Source: an optimization exercise on an open RTL-to-GDS flow (aim: small area, a short achievable clock period and few clock cycles). Production flows keep margins and buffers that such runs may drop. Function was not checked in any run shown here: the RTL went through the layout flow alone.

==> flow/design.v (outline; a module is shown in full before it is edited, if it fits) <==
// module alu_arbiter: 1047 lines
module alu_arbiter #(
  parameter int MUL_LAT = 3
) (
  input  logic        clk,
  input  logic        reset,
  input  logic        i_reqA_valid,
  input  logic        i_reqB_valid,
  output logic        o_reqA_ready,
  output logic        o_reqB_ready,
  input  logic [31:0] i_reqA_op1,
  input  logic [31:0] i_reqA_op2,
  input  logic [31:0] i_reqB_op1,
  input  logic [31:0] i_reqB_op2,
  input  logic [3:0]  i_reqA_sel,
  input  logic [3:0]  i_reqB_sel,
  output logic        o_rsp_valid,
  input  logic        i_rsp_ready,
  output logic        o_rsp_id,
  output logic [31:0] o_rsp_data,
  output logic        o_rsp_zflag,
  output logic        o_busy
);
  // ...
==> flow/run.sh <==
#!/bin/bash
# synth_recipe.tcl (not shown) runs the flow's synth.tcl, then flattens the netlist and writes it again
# the make line also repeats each setting of config.mk as NAME=value (left out here)
make -C /OpenROAD-flow-scripts/flow DESIGN_CONFIG=/design/flow/config.mk WORK_HOME=/design/flow/orfs CLKGATE_MAP_FILE= SYNTH_SCRIPT=/design/flow/synth_recipe.tcl finish
==> flow/config.mk <==
export PLATFORM = sky130hd
export DESIGN_NAME = alu_arbiter
export DESIGN_NICKNAME = alu_arbiter
export VERILOG_FILES = /design/flow/design.v
export SDC_FILE = /design/flow/constraint.sdc
export NUM_CORES = 4
export LEC_CHECK = 0
export ABC_AREA = 1
export ABC_CLOCK_PERIOD_IN_PS = 5000
export CAP_MARGIN = 20
export CORE_MARGIN = 2
export CORE_UTILIZATION = 40
export SETUP_SLACK_MARGIN = 4.5
export SLEW_MARGIN = 20
==> flow/constraint.sdc <==
create_clock -name core_clock -period 9.5 [get_ports {clk}]
set_input_delay 1.9000 -clock core_clock [delete_from_list [all_inputs] [get_ports {clk}]]
set_output_delay 1.9000 -clock core_clock [all_outputs]
set_load 0.01 [all_outputs]
==> out/metrics.cfg, run 1 <==
[global_routing]
grt_use_total_pct=30.5
busiest_layer=met2
antenna_found_initial=1
grt_max_degree=78

[run_status]
status=finished clean

[cts]
cts_setup_buffers=84
clkTransAtPathRegs_ns=0.08
post_cts_resized=308
cts_tree=done

[cells_and_area]
utilization_pct=51.2
seq_cell_count=140
nets=3413
reg_top3=a1 (32), b1 (32)
fin_cells=3572
final_cell_mix=inv_1, nand2_1, xor2_1
layout.non_clock_buffers=313
areaGrowthSynthToFinish_pct=25.8

[route]
drtAntennaViolNets=0
dr.first_iter.drc_count=2334
wl_per_cell_um=24.1
top_layer=met4

[worst_setup_path]
startpoint=f_mul

[yosys]
yosys.area_share.adder_pct=29.9

==> inputs of run 2 (changes only) <==
--- a/flow/config.mk
+++ b/flow/config.mk
@@ -7,3 +7,2 @@
 export LEC_CHECK = 0
-export ABC_AREA = 1
 export ABC_CLOCK_PERIOD_IN_PS = 5000
==> out/metrics.cfg, run 2 <==
[cts]
h-tree-depth=4
clk_latency_ns=0.48
cts_tree=done
numCtsBuffers=17
cts.sinks=140
clkTransAtPathRegs_ns=0.07  ; about the same
cts_root_buffer=clkbuf_16
cts_max_path_buffers=2

[job]
cap_violations=0

[die]
die_area_mm2=0.0652
io_pins=179
fp.dieH_um=255
start_util_pct=40.3
fp.coreArea_mm2=0.0627
die_x_um=255
num_rows=92

[yosys]
async_reset_ff_share_pct=2.14
synth_fp_nets=3777
synth_edf_count=137
syn_area_mm2=0.0253
yosys-top-cells-count=nand2_1, inv_1, o21ai_0, clkbuf_1, nor2_1
synth.distinct_cells=68
synth_ff_type=edfxtp_1
yosysMostFrequentCell=nand2_1
synth_top_area_share_pct=16.3
synthCells=3234
yosysTopAreaCell=edfxtp_1
ys_seq_area_share_pct=16.6
synthTopCellsByArea=edfxtp_1, fa_1, ha_1, nand2_1, o21ai_0
ys_seq_elements=140
avgSynthCellArea_um2=7.82
yosys_warnings=1

[route]
drt_wl_total_mm=101
vias=24986
dr.first_iter.drc_count=3023  ; +30%
drc_errors=0
wl_per_cell_um=24.1  ; about the same
drtAntennaViolNets=0  ; unchanged
firstDrtPassIters=6
avgViaCountPerCell=5.98

[worst_setup_path]
cp.arrival_ns=6.11
required_ns=9.80
crit_type=register to register
rr_worst_depth=18
startpoint_type=register
critPathMaxFanout=30
setup.worst_path.end_class=register

[sta]
rsz0062_at_grt=yes
period_share_pct=61.3
finClkSkew_ns=0.0192
slew_viol_final=0
slew-limit-headroom_pct=24.8
finalHoldViolCount=0
setup_violations=0
fin_crit_ns=5.82
hold_ws_ns=0.422
worstMarginPinSlew_ns=1.13
setup-tns-final_ns=0
max_freq_ghz=0.172

[cells_and_area]
final_layout_size_suffix_gt1_share_pct=13.3
reg_top3=a1 (32), b1 (32)
final_cell_mix=nand2_1, inv_1, o21ai_0
nets=3858  ; +13%
fill_cells=6014
layout_commonest_cell=nand2_1
areaGrowthSynthToFinish_pct=19.9

[place]
dp_hpwl_mm=69.5
port_buffers=178
gp_congestion=0.983

[worst_hold_path]
hold_depth=0
hold_class=register to register

[global_routing]
antenna_found_initial=1  ; unchanged
grt_max_degree=79  ; +1.3%
grt_use_total_pct=30.0  ; -0.51 points
grt_pass1_wl_mm=149
grt_pass1_vias=23619
overflow=0

[run_status]
status=finished clean

[run 2: layout make-up]
type                            instances  area, um^2  share of cell area, %
Sequential cell                       140        4190                   13.8
Timing Repair Buffer                  367        3540                   11.7
Multi-Input combinational cell       2405       19400                   63.9
Clock inverter                         15         193                  0.636
Inverter                              382        1510                   4.99
Antenna cell                            1        2.50                0.00826
Clock buffer                           17         425                   1.40
Tap cell                              846        1060                   3.49
Timing Repair inverter                  2        10.0                 0.0330
[run 2: worst max-delay path: stages (launching register included)]
cell	delay (ns)
edfxtp_1	0.32
buf_4	0.41
clkinvlp_4	0.27
nor2_2	0.35
a211oi_1	0.13
o22ai_1	0.17
nand2_1	0.10
fa_1	0.56
fa_1	0.59
fa_1	0.48
fa_1	0.50
fa_2	0.37
xnor2_2	0.16
xnor2_2	0.14
xnor2_1	0.21
xnor2_1	0.10
xor2_1	0.17
or3_1	0.37
a221oi_2	0.23
[run 2: worst paths after layout]
kind	startpoint	end	slack, ns
hold reg to reg	id1	id2	0.42
hold / removal	id1	id2	0.42
max in group asynchronous	reset	last_b	7.59
setup reg to reg	b1[21]	r31_0	3.68
min in group asynchronous	reset	v1	1.70
setup / recovery	b1[21]	r31_0	3.68
[run 2: per-layer routing]
| metal | global-route usage (%) | share of wire, % | up-vias | routed length [um] |
|---|---|---|---|---|
| met3 | 4.63 | 9.0 | 246 | 9080 |
| met4 | 13.1 | 4.7 | 0 | 4760 |
| met2 | 48.4 | 46 | 1478 | 46200 |
| met5 | 0 | 0 | - | 0 |
| met1 | 39.7 | 40 | 12033 | 40500 |
| li1 | - | - | 11229 | - |
[run 2: cell families after synthesis]
logic type	synth area share, %
AOI/OAI and AO/OA	24.3
xor gates and xnor gates	7.96
adders and majority gates	26.8
buffers and inverters	10.3
DFF	16.6
muxes	1.15
and+or+nand+nor	13.0
[run 2: metrics by stage]
step | cell area [um^2] | cells | setup WS (ns) | utilization (%)
final | 30300 | 4175 | 3.68 | 48.3
after global placement | 27500 | 4018 | 2.64 | 43.9
after global routing | 30300 | 4174 | 3.51 | 48.3
after CTS | 29700 | 4142 | 3.72 | 47.4
after detailed placement | 27500 | 4018 | 2.52 | 43.9
after floorplan | 25400 | 3234 | 3.86 | -
[run 2: timing repair]
action / 4_1_cts / 5_1_grt
pin swaps: 45 / 43
cloned: 10 / 0
setup endpoints to repair: 58 / 54
resized for setup: 258 / 136
hold buffers: 0 / 0
setup buffers: 82 / 32

==> what the ideal ports hide <==
No port has a modelled driver above. Below, the same layouts with a new extraction and two added sets of constraints.
Step 1 sets driving cells, clkbuf_16 on the clock port and buf_2 on the other inputs (assumed; they add their load-dependent delay and slew).
Step 2 adds t to the input delays and takes it off the output delays; t is the mean of the earliest and latest rising clock arrival at the registers after step 1. Input paths then give back, and output paths get back, about the clock's delay inside the block.
Slacks: no drivers / after step 1 / after step 2; pairs: no drivers / after step 1.
| run | shift t [ns] | setup WS [ns] | latest minus earliest clock arrival (ns) | pins driven straight from the clock port |
|---|---|---|---|---|
| run 1 | 0.512 | 4.076 / 4.076 / 4.076 | 0.021 / 0.021 | 1 |
| run 2 | 0.528 | 3.681 / 3.662 / 3.681 | 0.019 / 0.019 | 1 |
After both steps setup and hold are still met in every run listed.
